This design comes from an exercise in tuning for small area on the open sky130 flow, not from production work.
In this exercise RTL edits were held to simulation tests only and were not proved equivalent to the original.
Power figures rest on the tool's default switching activity, not on a simulated workload.

`flow/flow/run.sh`:
```
#!/bin/bash
# Standard ORFS layout with two changes: ports buffered with buf_1 instead of
# the default delay-cell buffer, and CTS with larger sink clusters and no
# dummy loads.
set -euo pipefail
bash standard.sh \
  "BUFFER_PORTS_ARGS=-buffer_cell sky130_fd_sc_hd__buf_1" \
  "CTS_ARGS=-sink_clustering_enable -repair_clock_nets -dont_use_dummy_load -sink_clustering_size 28 -sink_clustering_max_diameter 70" \
  finish > standard_flow.log 2>&1
```
`flow/standard.sh`:
```
#!/bin/bash
# synth_recipe.tcl (not shown) runs the flow's synth.tcl, then flattens the netlist and writes it again
# the make line also repeats each setting of config.mk as NAME=value (left out here)
make -C /OpenROAD-flow-scripts/flow DESIGN_CONFIG=/design/flow/config.mk WORK_HOME=/design/flow/orfs CLKGATE_MAP_FILE= SYNTH_SCRIPT=/design/flow/synth_recipe.tcl "${@:-finish}"
```
`flow/config.mk`:
```
export PLATFORM = sky130hd
export DESIGN_NAME = mem_dados_ctx
export DESIGN_NICKNAME = mem_dados_ctx
export VERILOG_FILES = /design/flow/design.v
export SDC_FILE = /design/flow/constraint.sdc
export NUM_CORES = 4
export LEC_CHECK = 0
export CAP_MARGIN = 10
export CORE_MARGIN = 2
export CORE_UTILIZATION = 40
export PLACE_DENSITY = 0.8
export SLEW_MARGIN = 10
export SYNTH_HIERARCHICAL = 1
export SYNTH_MINIMUM_KEEP_SIZE = 0
```
`flow/constraint.sdc`:
```
create_clock -name core_clock -period 5.0 [get_ports {clk}]
set_input_delay 1.0000 -clock core_clock [delete_from_list [all_inputs] [get_ports {clk}]]
set_output_delay 1.0000 -clock core_clock [all_outputs]
set_load 0.01 [all_outputs]
```
`flow/design.v`:
```
`default_nettype none
package mem_dados_pkg;
  typedef enum logic [1:0] {
    IDLE   = 2'd0,
    SALVA  = 2'd1,
    PRONTO = 2'd2
  } ctx_state_e;
  localparam int unsigned OS_LIMIT_DEF = 687;
endpackage
`default_nettype wire
`default_nettype none
module mem_dados_aoi #(
  parameter int N = 3,
  parameter int W = 32
) (
  input  logic [N-1:0]   sel,
  input  logic [N*W-1:0] d,
  output logic [W-1:0]   yn
);
  logic [W-1:0] y;
  always_comb begin
    y = '0;
    for (int i = 0; i < N; i++) y = y | ({W{sel[i]}} & d[i*W +: W]);
  end
  assign yn = ~y;
endmodule
module mem_dados_sel8 #(
  parameter int W = 32
) (
  input  logic [7:0]     sel,
  input  logic [8*W-1:0] d,
  output logic [W-1:0]   y
);
  logic [W-1:0] yn0, yn1, yn2;
  mem_dados_aoi #(.N(3), .W(W)) u_a0 (.sel(sel[2:0]), .d(d[0*W +: 3*W]), .yn(yn0));
  mem_dados_aoi #(.N(3), .W(W)) u_a1 (.sel(sel[5:3]), .d(d[3*W +: 3*W]), .yn(yn1));
  mem_dados_aoi #(.N(2), .W(W)) u_a2 (.sel(sel[7:6]), .d(d[6*W +: 2*W]), .yn(yn2));
  assign y = ~(yn0 & yn1 & yn2);
endmodule
module mem_dados_hold #(
  parameter int W = 32
) (
  input  logic         load,
  input  logic         hold,
  input  logic [W-1:0] d,
  input  logic [W-1:0] q,
  output logic [W-1:0] y
);
  assign y = ({W{load}} & d) | ({W{hold}} & q);
endmodule
module mem_dados_ram #(
  parameter int DATA_W = 32,
  parameter int ADDR_W = 6
) (
  input  logic              clk,
  input  logic              we,
  input  logic              wr,
  input  logic [ADDR_W-1:0] addr,
  input  logic [DATA_W-1:0] wdata,
  output logic [DATA_W-1:0] rdata
);
  localparam int NW = 2**ADDR_W;
  logic [DATA_W-1:0] mem [NW];
  logic [DATA_W-1:0] rdata_q;
  logic [NW-1:0] wsel;
  always_comb begin
    wsel = '0;
    wsel[addr] = we;
  end
  for (genvar w = 0; w < NW; w++) begin : g_word
    logic [DATA_W-1:0] nxt;
    mem_dados_hold #(.W(DATA_W)) u_hold (
      .load (wsel[w]), .hold (~wsel[w]), .d (wdata), .q (mem[w]), .y (nxt)
    );
    always_ff @(posedge clk) mem[w] <= nxt;
  end
  logic [7:0] lsel, hsel;
  always_comb begin
    lsel = '0; lsel[addr[2:0]] = 1'b1;
    hsel = '0; hsel[addr[5:3]] = ~wr;
  end
  logic [8*DATA_W-1:0] grp;
  for (genvar g = 0; g < 8; g++) begin : g_grp
    logic [8*DATA_W-1:0] words;
    for (genvar i = 0; i < 8; i++) begin : g_w
      assign words[i*DATA_W +: DATA_W] = mem[8*g+i];
    end
    mem_dados_sel8 #(.W(DATA_W)) u_sel (.sel(lsel), .d(words), .y(grp[g*DATA_W +: DATA_W]));
  end
  logic [DATA_W-1:0] rd_grp;
  mem_dados_sel8 #(.W(DATA_W)) u_sel_hi (.sel(hsel), .d(grp), .y(rd_grp));
  always_ff @(posedge clk) rdata_q <= rd_grp | ({DATA_W{wr}} & wdata);
  assign rdata = rdata_q;
endmodule
`default_nettype wire
`default_nettype none
module mem_dados_ctx
#(
  parameter int DATA_W   = 32,
  parameter int ADDR_W   = 6,
  parameter int NUM_PROC = 4,
  parameter int OS_LIMIT = mem_dados_pkg::OS_LIMIT_DEF
) (
  input  logic                        clk,
  input  logic                        rst_n,
  input  logic                        mem_write,
  input  logic                        mem_read,
  input  logic [31:0]                 posicao,
  input  logic [DATA_W-1:0]           dados,
  output logic [DATA_W-1:0]           rd_data,
  output logic                        rd_valid,
  output logic                        addr_err,
  input  logic [DATA_W-1:0]           pos_atual,
  input  logic [DATA_W-1:0]           end_atual,
  input  logic [$clog2(NUM_PROC)-1:0] proc_id,
  input  logic                        troca,
  input  logic                        fim,
  input  logic [$clog2(NUM_PROC)-1:0] proc_sel,
  output logic [DATA_W-1:0]           saida_pc,
  output logic [NUM_PROC-1:0]         slot_valido,
  output logic [NUM_PROC-1:0]         proc_fim,
  output logic                        ctx_ocupado,
  output logic                        ctx_pronto
);
  localparam int PW = $clog2(NUM_PROC);
  logic              acc_ok;
  logic              rd_valid_q, addr_err_q;
  assign acc_ok = (posicao >> ADDR_W) == 32'd0;
  always_ff @(posedge clk or negedge rst_n) begin
    if (!rst_n) begin
      rd_valid_q <= 1'b0;
      addr_err_q <= 1'b0;
    end else begin
      rd_valid_q <= mem_read & acc_ok;
      addr_err_q <= (mem_read | mem_write) & ~acc_ok;
    end
  end
  mem_dados_ram #(
    .DATA_W (DATA_W),
    .ADDR_W (ADDR_W)
  ) u_ram (
    .clk   (clk),
    .we    (mem_write & acc_ok),
    .wr    (mem_write),
    .addr  (posicao[ADDR_W-1:0]),
    .wdata (dados),
    .rdata (rd_data)
  );
  assign rd_valid = rd_valid_q;
  assign addr_err = addr_err_q;
  logic              ocup_q, pronto_q;
  logic [DATA_W-1:0] pc_q;
  logic [PW-1:0]     id_q;
  logic              fim_q;
  logic [DATA_W-1:0] slot_q [NUM_PROC];
  logic [NUM_PROC-1:0] slot_valido_q, proc_fim_q;
  logic              save_req, saving;
  assign save_req = fim | (troca & (pos_atual > DATA_W'(OS_LIMIT)));
  assign saving   = ocup_q & ~pronto_q;
  always_ff @(posedge clk or negedge rst_n) begin
    if (!rst_n) begin
      ocup_q        <= 1'b0;
      pronto_q      <= 1'b0;
      slot_valido_q <= '0;
      proc_fim_q    <= '0;
    end else begin
      ocup_q   <= ocup_q ? ~pronto_q : save_req;
      pronto_q <= saving;
      if (saving) begin
        slot_valido_q[id_q] <= 1'b1;
        if (fim_q) proc_fim_q[id_q] <= 1'b1;
      end
    end
  end
  always_ff @(posedge clk) begin
    pc_q  <= end_atual;
    id_q  <= proc_id;
    fim_q <= fim;
  end
  logic [NUM_PROC-1:0] slot_ld;
  always_comb begin
    slot_ld = '0;
    slot_ld[id_q] = saving;
  end
  for (genvar p = 0; p < NUM_PROC; p++) begin : g_slot
    logic [DATA_W-1:0] nxt;
    mem_dados_hold #(.W(DATA_W)) u_hold (
      .load (slot_ld[p]), .hold (~slot_ld[p]), .d (pc_q), .q (slot_q[p]), .y (nxt)
    );
    always_ff @(posedge clk) slot_q[p] <= nxt;
  end
  logic [NUM_PROC-1:0] psel;
  logic [DATA_W-1:0]   pc_yn0, pc_yn1;
  always_comb begin
    psel = '0;
    psel[proc_sel] = 1'b1;
  end
  mem_dados_aoi #(.N(2), .W(DATA_W)) u_pc_a0 (
    .sel (psel[1:0]), .d ({slot_q[1], slot_q[0]}), .yn (pc_yn0)
  );
  mem_dados_aoi #(.N(2), .W(DATA_W)) u_pc_a1 (
    .sel (psel[3:2]), .d ({slot_q[3], slot_q[2]}), .yn (pc_yn1)
  );
  assign saida_pc    = ~(pc_yn0 & pc_yn1);
  assign slot_valido = slot_valido_q;
  assign proc_fim    = proc_fim_q;
  assign ctx_pronto  = pronto_q;
  assign ctx_ocupado = ocup_q;
endmodule
`default_nettype wire
```
==> results.toml, run 1 <==
[status]
status = "finished clean"

[layout]
final_cells = 9372
final_core_util = 0.4159
layout_commonest_cell = "dfxtp_1"
drive_gt1_frac = 0.1025
most-common-layout-cells = "dfxtp_1 (2243), a22o_1 (2040), a222oi_1 (576)"
syn_to_final_growth_pct = 3.459
stdcell_area_um2 = 86040
nets = 6804

[drt]
wirelength_um = 279700
drt-initial-drc-count = 14080
routed_via_density = 7.106
drtAntennaViolNets = 0
dr.pass1.iters = 14
avgRoutedWirePerCell_um = 29.84
vias = 66600
drcViolationCount = 0

[synth]
synth_ff_type = "dfxtp_1"
synthMuxAreaShare = 0.0005115
synth_warnings = 13
synth_seq_cells = 2255
syn_inst = 6697
syn_nets = 6843
ys_seq_area_frac = 0.5435
synth_xor_area_frac = 0.0009478
syn_area_per_cell_um2 = 12.42
synth-compound-area-share = 0.3379
synthesis.area_um2 = 83160
synth_cell_types = 55
synth-simple-area-share = 0.03421
synth_edf_count = 0
synthArstFlopShare = 0.005322
synth_top_family_by_area = "compound AO/OA/AOI/OAI gates"
synthAdderAreaFrac = 0.001204

[clock_network]
cts_resized = 0
clk_path_buf_depth = 3
cts-root-buf = "clkbuf_16"
cts_tree = "built"
hold_buffers = 0
cts_buffers = 98
cts_sinks = 2255
postCtsSetupBuffers = 0
worstSkewPairLatency_ns = 0.78
clkTransAtPathRegs_ns = 0.11
htreeDepth = 3

[global_route]
grt_max_degree = 100
grt_pass1_vias = 64420
grt.total_usage = 0.2476
grt_overflow = 0
grt_pass1_wl_um = 409100
antenna_found_initial = 26

[sta]
fin_crit_sh = 0.8671
drv_slew = 0
hold_violations = 0
max_freq_ghz = 0.2306
layout_min_cycle_time_ns = 4.336
tns_ns = 0
finalClockSkew_ns = 0.09035
setup_viol = 0
tightest_slew_ns = 1.320
relSlewSlack = 0.1194
hold_ws_ns = 0.3597
rsz0062_at_grt = "false"

[setup_path]
startpoint_type = "input port"
slowest_delay_ns = 0.62
cp_slowest_cell = "buf_4"
required_ns = 5.70
cp-end-kind = "flip-flop"
cpMostUsedCell = "nand3_1"
crit_chain = "buf_1 > inv_1 > ha_1 > nor2b_1 > nor2_1 > and2_4 > buf_12 > buf_4 > a222oi_1 > nand3_1 > a22oi_1 > nand3_1 > a21o_1"
rrSetupSlack_ns = 1.83
critPathKind = "in -> reg"
cp_max_fo = 99
arrival_ns = 5.04

[place]
dp_cells = 9262
dp.final_hpwl_um = 161000
place_congestion = 0.9301
portBuffers = 209
post_dp_cell_area_um2 = 83560

[floorplanning]
start_util = 0.4020
core_area_um2 = 206900
dieArea_um2 = 211600
num_io_pins = 214
die_y_um = 460.0
die_x_um = 460.0
num_rows = 167

[run]
drv_cap = 0

[power_and_ir_drop]
ir_drop_v = 0.0003778
leakage_nw = 32.36
p_per_area_nw_per_um2 = 347.8

[hold_path]
hp-class = "in -> reg"
## kinds of logic after synthesis
group | Yosys count
xor gates and xnor gates | 9
DFF | 2255
and+or+nand+nor | 577
AOI/OAI and AO/OA | 3168
adders and majority gates | 8
muxes | 4
buffers and inverters | 676
## through the flow
stage	total power [mW]	worst slack (ns)
after floorplan	20.31	0.3032
after global placement	21.12	0.1971
after detailed placement	21.23	0.1816
after CTS	29.84	0.9516
after global routing	30.68	0.5683
final	29.92	0.6644
## per-layer routing
layer / global-route usage / share of wire / vias up
li1: - / - / 27320
met1: 0.3164 / 0.37 / 32940
met2: 0.3658 / 0.43 / 5549
met3: 0.07355 / 0.14 / 762
met4: 0.1520 / 0.062 / 26
met5: 0 / 0.00064 / -
## area by class of cell
type                       count  area, um2
fill                       18860     120800
antenna                       12      30.03
inverter                      13      53.80
clock buffer                  98       2452
multi-input combinational   3766      31410
tap                         2704       3383
sequential                  2255      45200
timing repair buffer         524       3503
## sequential cells by signal (all words and copies together), names as in the netlist
register / count
fim_q: 1
ocup_q: 1
slot_valido_q: 4
id_q: 2
pc_q: 32
proc_fim_q: 4
rd_valid_q: 1
slot_q: 128
pronto_q: 1
u_ram.rdata_q: 32
addr_err_q: 1
u_ram.mem: 2048
## synthesized netlist by cell type, drive strengths merged (6+ instances only)
cell type,number,area (um2)
dfxtp,2243,44900
a22o,2176,19230
buf,649,6690
a222oi,576,5766
a22oi,352,2643
nand3,304,1521
nand2,104,392.9
nor2,80,300.3
a21o,36,270.3
nor3,20,120.1
and2,16,100.1
clkbuf,14,52.55
dfrtp,12,300.3
inv,12,50.05
nor4,11,68.82
ha,8,100.1
nor2b,8,50.05
o21ai,7,35.03
and3,6,37.54
xnor2,6,52.55
## critical path, delay by kind of cell
kind	cells	cell delay, ns
and+or+nand+nor	5	1.32
AOI/OAI and AO/OA	3	0.50
adders and majority gates	1	0.37
buffers and inverters	4	1.70
## power breakdown
group	total [mW]	switching (mW)	internal (mW)	leakage [nW]
logic	2.04	1.37	0.669	12.9
registers	18.9	0.341	18.5	18.2
clock network	9.01	5.50	3.51	1.21
total	29.9	7.22	22.7	32.4
## worst paths after layout
check	startpoint	to	depth (start not counted)
min reg2reg	slot_valido_q[2]	slot_valido_q[2]	1
max reg2reg	id_q[0]	slot_q[3][12]	6
max	posicao[1]	u_ram.rdata_q[13]	13
max in group asynchronous	rst_n	rd_valid_q	1
min in group asynchronous	rst_n	slot_valido_q[1]	1
min	end_atual[19]	pc_q[19]	1
==> inputs of run 2 (changes only) <==
--- a/flow/config.mk
+++ b/flow/config.mk
@@ -10,3 +10,2 @@
 export CORE_UTILIZATION = 40
-export PLACE_DENSITY = 0.8
 export SLEW_MARGIN = 10
==> run 2 against run 1 <==
Effect of this change: die area stayed put; sequential cell count stayed put; via count is 2.0% lower; sequential power hardly changed; worst setup slack better by 0.079 ns; critical path type unchanged; largest cell class unchanged.
==> results.toml, run 2 <==
[status]
status = "finished clean"

[synth]
syn_nets = 6843
syn_inst = 6697
yosysMostFrequentCell = "dfxtp_1"
synth_seq_cells = 2255
syn_area_per_cell_um2 = 12.42
synth_warnings = 13
synth_common_cells = "dfxtp_1 (2243), a22o_1 (2040), a222oi_1 (576)"
synthArstFlopShare = 0.005322
synthesis.area_um2 = 83160
synth_ff_type = "dfxtp_1"
synth_cell_types = 55
synthDominantCellAreaShare = 0.5399
ys_seq_area_frac = 0.5435
synthTopCellsByArea = "dfxtp_1 (54%), a22o_1 (21%), buf_6 (7.4%), a222oi_1 (6.9%), a22oi_1 (3.2%)"
synth_edf_count = 0
yosys.area.top_type = "dfxtp_1"

[global_route]
grt.total_usage = 0.2706
grt_pass1_wl_um = 435100
grt_pass1_vias = 62990
antenna_found_initial = 21
grt_overflow = 0
grt_max_degree = 145

[floorplanning]
num_io_pins = 214
start_util = 0.4020
core_area_um2 = 206900
num_rows = 167
die_y_um = 460.0
dieArea_um2 = 211600
die_x_um = 460.0

[sta]
timing.final.ws_setup_ns = 0.7437
setup_viol = 0
drv_slew = 0
tns_ns = 0
hold_violations = 0
layout_min_cycle_time_ns = 4.256
fin_crit_sh = 0.8513
finalClockSkew_ns = 0.09368
max_freq_ghz = 0.2349
relSlewSlack = 0.1457
hold_ws_ns = 0.2294
tightest_slew_ns = 1.282
rsz0062_at_grt = "false"

[clock_network]
cts-root-buf = "clkbuf_16"
cts_sinks = 2255
htreeDepth = 3
cts_resized = 0
clkTransAtPathRegs_ns = 0.10
worstSkewPairLatency_ns = 0.83
hold_buffers = 0
cts_buffers = 117
clk_path_buf_depth = 3
postCtsSetupBuffers = 0
cts_tree = "built"

[setup_path]
startpoint_type = "input port"
cp_max_fo = 30
arrival_ns = 4.97
crit_chain = "buf_1 > inv_1 > ha_1 > nor2b_1 > nor2_1 > and2_4 > buf_12 > a222oi_1 > nand3_1 > a222oi_1 > buf_4 > nand3_1 > a21o_1"
cp-end-kind = "flip-flop"
required_ns = 5.71
slowest_delay_ns = 0.94
cp_slowest_cell = "a222oi_1"
critPathKind = "in -> reg"

[drt]
dr.pass1.iters = 13
routed_via_density = 6.974
avgRoutedWirePerCell_um = 32.32
vias = 65290
drtAntennaViolNets = 0
drcViolationCount = 0
drt-initial-drc-count = 11010
wirelength_um = 302500

[place]
post_dp_cell_area_um2 = 83390
place_congestion = 0.9281
dp_cells = 9236
pre_cts_slack_ns = 0.07510
dp.final_hpwl_um = 166600
portBuffers = 209

[power_and_ir_drop]
p_int_mw = 23.32
leakage_nw = 32.48
ir_drop_v = 0.0003373
switching_power_mw = 7.456
power.share.clock = 0.321
p_per_area_nw_per_um2 = 356.4
p_seq_frac = 0.613
power_mw = 30.78
p_comb_frac = 0.067
p_sw_frac = 0.2423

[layout]
final_cells = 9361
most-common-layout-cells = "dfxtp_1 (2243), a22o_1 (2040), a222oi_1 (576)"
stdcell_area_um2 = 86350
largestRegisters = "u_ram.mem: 2048 flops, slot_q: 128 flops"
top_register = "u_ram.mem"
syn_to_final_growth_pct = 3.834
final_core_util = 0.4174
drive_gt1_frac = 0.1018
largest_reg_flops = 2048
nets = 6798
layout_commonest_cell = "dfxtp_1"

[run]
drv_cap = 0

[hold_path]
hp-class = "in -> async"
[run 2: cell counts after synthesis]
No cell type changed its count.
[run 2: kinds of logic after synthesis]
group,share of synthesized area
AO/OA/AOI/OAI,0.3379
flip-flops,0.5435
buffers and inverters,0.08172
AND/OR/NAND/NOR,0.03421
XOR/XNOR,0.0009479
adder cells (fa/ha/maj),0.001204
multiplexers,0.0005115
[run 2: area by class of cell]
class | count | area (um2)
sequential | 2255 | 45200
tap | 2704 | 3383
clock buffer | 117 | 2928
fill | 19210 | 120500
multi-input combinational | 3766 | 31450
inverter | 13 | 53.80
antenna | 7 | 17.52
timing repair buffer | 499 | 3318
[run 2: metal layers]
metal	GRT usage	vias up	wire, um
met5	0	-	119
met4	0.1405	20	15930
met3	0.05637	610	31250
met2	0.4098	4042	131400
met1	0.3624	33300	123800
li1	-	27320	-
[run 2: final timing paths]
check	startpoint	cells after the start	to	slack, ns
worst max-delay path	posicao[1]	13	u_ram.rdata_q[5]	0.74
worst min-delay path	rst_n	1	slot_valido_q[1]	0.23
worst max register to register	id_q[0]	6	slot_q[3][23]	2.02
worst min register to register	u_ram.mem[9][22]	1	u_ram.mem[9][22]	0.47
max in group asynchronous	rst_n	1	addr_err_q	4.24
min in group core_clock	end_atual[17]	1	pc_q[17]	0.26
[run 2: critical path: cells and delay by family]
family,cells,cell delay [ns]
AOI/OAI and AO/OA,3,1.46
and+or+nand+nor,5,1.30
adders and majority gates,1,0.41
buffers and inverters,4,0.73
[run 2: power groups by stage]
| stage | Clock, mW | Combinational (mW) | Sequential [mW] |
|---|---|---|---|
| finish | 9.87 | 2.05 | 18.9 |
| global route | 10.7 | 2.15 | 18.9 |
| CTS | 10.0 | 2.02 | 18.8 |
| detailed placement | 0 | 2.02 | 19.3 |
| global placement | 0 | 1.97 | 19.2 |
| floorplan | 0 | 1.13 | 19.2 |

## port drivers added, routing unchanged
The results above use ideal ports. As a check the final layouts listed here were re-extracted and re-timed, cells and wires unchanged.
Step 1 (the two cells are an assumption about what drives the block):
set clk [get_ports {clk}]
set_driving_cell -lib_cell sky130_fd_sc_hd__clkbuf_16 $clk
set_driving_cell -lib_cell sky130_fd_sc_hd__buf_2 [delete_from_list [all_inputs] $clk]
Step 2 moves the port delays by t, midway between the first and last clock arrival at a register: inputs arrive t later, outputs are due t later. That takes back most of the time a late clock gives input paths.
Three values: no drivers, after step 1, after step 2; two values: the first two.
run	t (ns)	setup slack, ns	worst setup path after step 2	slew at the worst register clock pin (ns)	worst slew at a driven data input, ns
run 1	0.805	0.664 / 0.725 / -0.081	input to register	0.11 / 0.11	0.19
run 2	0.859	0.744 / 0.677 / -0.182	input to register	0.11 / 0.11	0.23
Met with ideal ports but missed after step 2: setup timing in run 1 and run 2. For run 2, which loses most, drivers alone change the setup slack by -0.067 ns; drivers and shift together by -0.926 ns.
